Background: an optimization exercise with open tools, aiming at small area. Do not read the settings as production practice.
In this exercise RTL edits were held to simulation tests only and were not proved equivalent to the original.
Power figures rest on the tool's default switching activity, not on a simulated workload.

==> flow/design.v (excerpt) <==
module valu_top (
  input  logic                   clk,
  input  logic                   reset,
  input  logic                   in_valid,
  input  valu_op_pkg::vop_e      in_op,
  input  logic                   in_frac,
  input  logic                   in_half,
  input  logic [(4 * 16)-1:0] in_a,
  input  logic [(4 * 16)-1:0] in_b,
  output logic                   result_valid,
  output logic [(4 * 16)-1:0] result
);
For scale: about 4,900 cells after synthesis, ~410 flip-flops, roughly 200 I/O pins, about 0.043 mm² of cells after synthesis.
Settings: LEC_CHECK=0, ABC_AREA=1, CAP_MARGIN=20, CORE_MARGIN=2, CORE_UTILIZATION=40, SLEW_MARGIN=20, SYNTH_HIERARCHICAL=1; clock period 7.0 ns.
standard.sh (not shown) runs the stock make flow with config.mk's settings and CLKGATE_MAP_FILE= SYNTH_SCRIPT=/design/flow/synth_recipe.tcl, a recipe that flattens the netlist after the stock synthesis.
==> flow/flow/run.sh <==
#!/bin/bash
# The standard layout with the standard synthesis unchanged, with two changes:
#  - the port buffers are plain buf_1 cells (buffer_ports otherwise picks a delay-buffer cell)
#  - clock tree synthesis adds no dummy loads at the clock tree leaves
# The make output (every tool's log is also kept under orfs/logs) goes to standard.log.
set -euo pipefail
bash standard.sh \
  BUFFER_PORTS_ARGS="-buffer_cell sky130_fd_sc_hd__buf_1" \
  CTS_ARGS="-sink_clustering_enable -repair_clock_nets -dont_use_dummy_load -sink_clustering_size 28 -sink_clustering_max_diameter 110" \
  finish > standard.log 2>&1
Edit:
--- a/flow/flow/run.sh
+++ b/flow/flow/run.sh
@@ -7,4 +7,4 @@
 bash standard.sh \
   BUFFER_PORTS_ARGS="-buffer_cell sky130_fd_sc_hd__buf_1" \
-  CTS_ARGS="-sink_clustering_enable -repair_clock_nets -dont_use_dummy_load -sink_clustering_size 28 -sink_clustering_max_diameter 110" \
+  CTS_ARGS="-sink_clustering_enable -repair_clock_nets -dont_use_dummy_load" \
   finish > standard.log 2>&1
After rerunning:
- routed wire length came out higher by 0.59%
- total power came out higher by 4.0%
- via count stays flat
- maximum frequency stays flat
- sequential share of layout area came out lower by 0.25 points
- worst hold slack loses 41 ps
- final cell count came out higher by 0.39%
Edit:
==> flow/run.sh (new file) <==
#!/bin/bash
# synth_recipe.tcl (not shown) runs the flow's synth.tcl, then flattens the netlist and writes it again
# the make line also repeats each setting of config.mk as NAME=value (left out here)
make -C /OpenROAD-flow-scripts/flow DESIGN_CONFIG=/design/flow/config.mk WORK_HOME=/design/flow/orfs CLKGATE_MAP_FILE= SYNTH_SCRIPT=/design/flow/synth_recipe.tcl finish
removed: flow/flow/run.sh
removed: flow/standard.sh
Maximum frequency barely changes. Count of clock-buffer cells in the layout increases by 17. Setup slack degrades by 4.5 ps.
Edit:
==> flow/flow/run.sh (new file) <==
#!/bin/bash
# The standard layout with the standard synthesis unchanged, with two changes:
#  - the port buffers are plain buf_1 cells (buffer_ports otherwise picks a delay-buffer cell)
#  - clock tree synthesis adds no dummy loads at the clock tree leaves
# The make output (every tool's log is also kept under orfs/logs) goes to standard.log.
set -euo pipefail
bash standard.sh \
  BUFFER_PORTS_ARGS="-buffer_cell sky130_fd_sc_hd__buf_1" \
  CTS_ARGS="-sink_clustering_enable -repair_clock_nets -dont_use_dummy_load -sink_clustering_size 32 -sink_clustering_max_diameter 90" \
  finish > standard.log 2>&1
==> flow/standard.sh (new file) <==
#!/bin/bash
# synth_recipe.tcl (not shown) runs the flow's synth.tcl, then flattens the netlist and writes it again
# the make line also repeats each setting of config.mk as NAME=value (left out here)
make -C /OpenROAD-flow-scripts/flow DESIGN_CONFIG=/design/flow/config.mk WORK_HOME=/design/flow/orfs CLKGATE_MAP_FILE= SYNTH_SCRIPT=/design/flow/synth_recipe.tcl "${@:-finish}"
removed: flow/run.sh
Effect: Worst setup slack gets better by 9.6 ps; combinational power barely changes; worst hold slack barely changes; via count went down by about 0.9%; area after synthesis does not change; final area drops by about 5%; total power drops by about 7%; wire length decreases by 1.7%; count of clock-buffer cells in the layout goes down by 35.

Another version of the RTL of valu_top (not shown whole).
For scale: roughly 200 I/O pins, about 43,000 um^2 of cells after synthesis.
Settings: LEC_CHECK=0, ABC_AREA=0, CAP_MARGIN=20, CORE_MARGIN=2, CORE_UTILIZATION=40, SLEW_MARGIN=20, SYNTH_HIERARCHICAL=1; clock period 7.0 ns.
==> flow/flow/run.sh <==
#!/bin/bash
# The standard layout with the standard synthesis unchanged, with two changes:
#  - the port buffers are plain buf_1 cells (buffer_ports otherwise picks a delay-buffer cell)
#  - clock tree synthesis adds no dummy loads at the clock tree leaves
# The make output (every tool's log is also kept under orfs/logs) goes to standard.log.
set -euo pipefail
bash standard.sh \
  BUFFER_PORTS_ARGS="-buffer_cell sky130_fd_sc_hd__buf_1" \
  CTS_ARGS="-sink_clustering_enable -repair_clock_nets -dont_use_dummy_load -sink_clustering_size 16 -sink_clustering_max_diameter 60 -buf_list sky130_fd_sc_hd__clkbuf_8" \
  finish > standard.log 2>&1
The first run went through all stages and came out clean.
Next try:
- ABC_AREA: 0 -> 1
Routed wire length fell by 1.8%.
Count of clock-buffer cells in the layout rose by 5.
Cell area decreases by 4.6%.
Critical path depth rises by 6.
Register-to-register slack improved by 0.03 ns.
Cell count grows by about 6%.
Via count rises by about 1.2%.
Worst setup slack improved by 0.030 ns.
Hold slack improved by 0.014 ns.
Synthesized cell count grows by about 7.5%.
Global-route usage climbs by 0.48 points.

RTL: one of the versions met above, not the one the previous note started from.
Size in the first run: roughly 410 flip-flops, roughly 200 I/O pins, ~43,000 um^2 of cells after synthesis.
Design valu_top, start of the top module:
module valu_top (
  input  logic                   clk,
  input  logic                   reset,
  input  logic                   in_valid,
  input  valu_op_pkg::vop_e      in_op,
  input  logic                   in_frac,
  input  logic                   in_half,
  input  logic [(4 * 16)-1:0] in_a,
  input  logic [(4 * 16)-1:0] in_b,
  output logic                   result_valid,
  output logic [(4 * 16)-1:0] result
);
clock: 7.0 ns
lec_check: 0
abc_area: 1
cap_margin: 20
core_margin: 2
core_utilization: 40
gpl_timing_driven: 0
slew_margin: 20
synth_hierarchical: 1
==> flow/flow/run.sh <==
#!/bin/bash
# The standard layout with the standard synthesis unchanged, with two changes:
#  - the port buffers are plain buf_1 cells (buffer_ports otherwise picks a delay-buffer cell)
#  - clock tree synthesis adds no dummy loads at the clock tree leaves
# The make output (every tool's log is also kept under orfs/logs) goes to standard.log.
set -euo pipefail
bash standard.sh \
  BUFFER_PORTS_ARGS="-buffer_cell sky130_fd_sc_hd__buf_1" \
  CTS_ARGS="-sink_clustering_enable -repair_clock_nets -dont_use_dummy_load" \
  finish > standard.log 2>&1
==> next run, changes <==
Settings changed: CORE_UTILIZATION 40 to 55, GPL_TIMING_DRIVEN 0 to default.
Setup slack improves by 0.14 ns.
Fmax goes up by a few percent.
Cell count goes down by a few percent.
Hold slack degrades by 0.015 ns.
Core utilization goes up by 15 points.
Power goes down by a few percent.
Global-route usage goes up by 8.4 points.
Non-clock buffer count goes down by 65.
Flip-flop and latch count does not change.

==> port drivers added, routing unchanged <==
No port has a modelled driver above. Below, the same layouts with a new extraction and two added sets of constraints.
Step 1, drivers: a clkbuf_16 drives clk and a buf_2 each remaining input, both assumed.
Step 2, shift: input delay + t, output delay - t, t = (earliest + latest rising clock arrival at the registers) / 2. This alone moves slack from input paths to output paths.
Slacks: ideal / step 1 / step 2; pairs: ideal / step 1.
run | t, ns | setup WS [ns] | hold slack, ns | worst setup path at the end | worst data-port slew with drivers (ns)
the first run of note 1 | 0.666 | 0.489 / 0.489 / 0.489 | 0.327 / 0.327 / 0.327 | register to register | 0.05
the second run of note 1 | 0.677 | 0.476 / 0.476 / 0.476 | 0.286 / 0.286 / 0.286 | register to register | 0.05
the third run of note 1 | 0.706 | 0.472 / 0.472 / 0.472 | 0.312 / 0.312 / 0.312 | register to register | 0.08
the fourth run of note 1 | 0.700 | 0.481 / 0.481 / 0.481 | 0.311 / 0.311 / 0.311 | register to register | 0.05
the first run of note 2 | 0.756 | 0.263 / 0.263 / 0.263 | 0.279 / 0.279 / 0.279 | register to register | 0.05
the second run of note 2 | 0.763 | 0.293 / 0.293 / 0.293 | 0.294 / 0.294 / 0.294 | register to register | 0.10
the first run of note 3 | 0.673 | 0.264 / 0.264 / 0.264 | 0.303 / 0.303 / 0.303 | register to register | 0.10
the second run of note 3 | 0.661 | 0.399 / 0.399 / 0.399 | 0.288 / 0.288 / 0.288 | register to register | 0.08
After both steps every run listed still meets setup and hold.
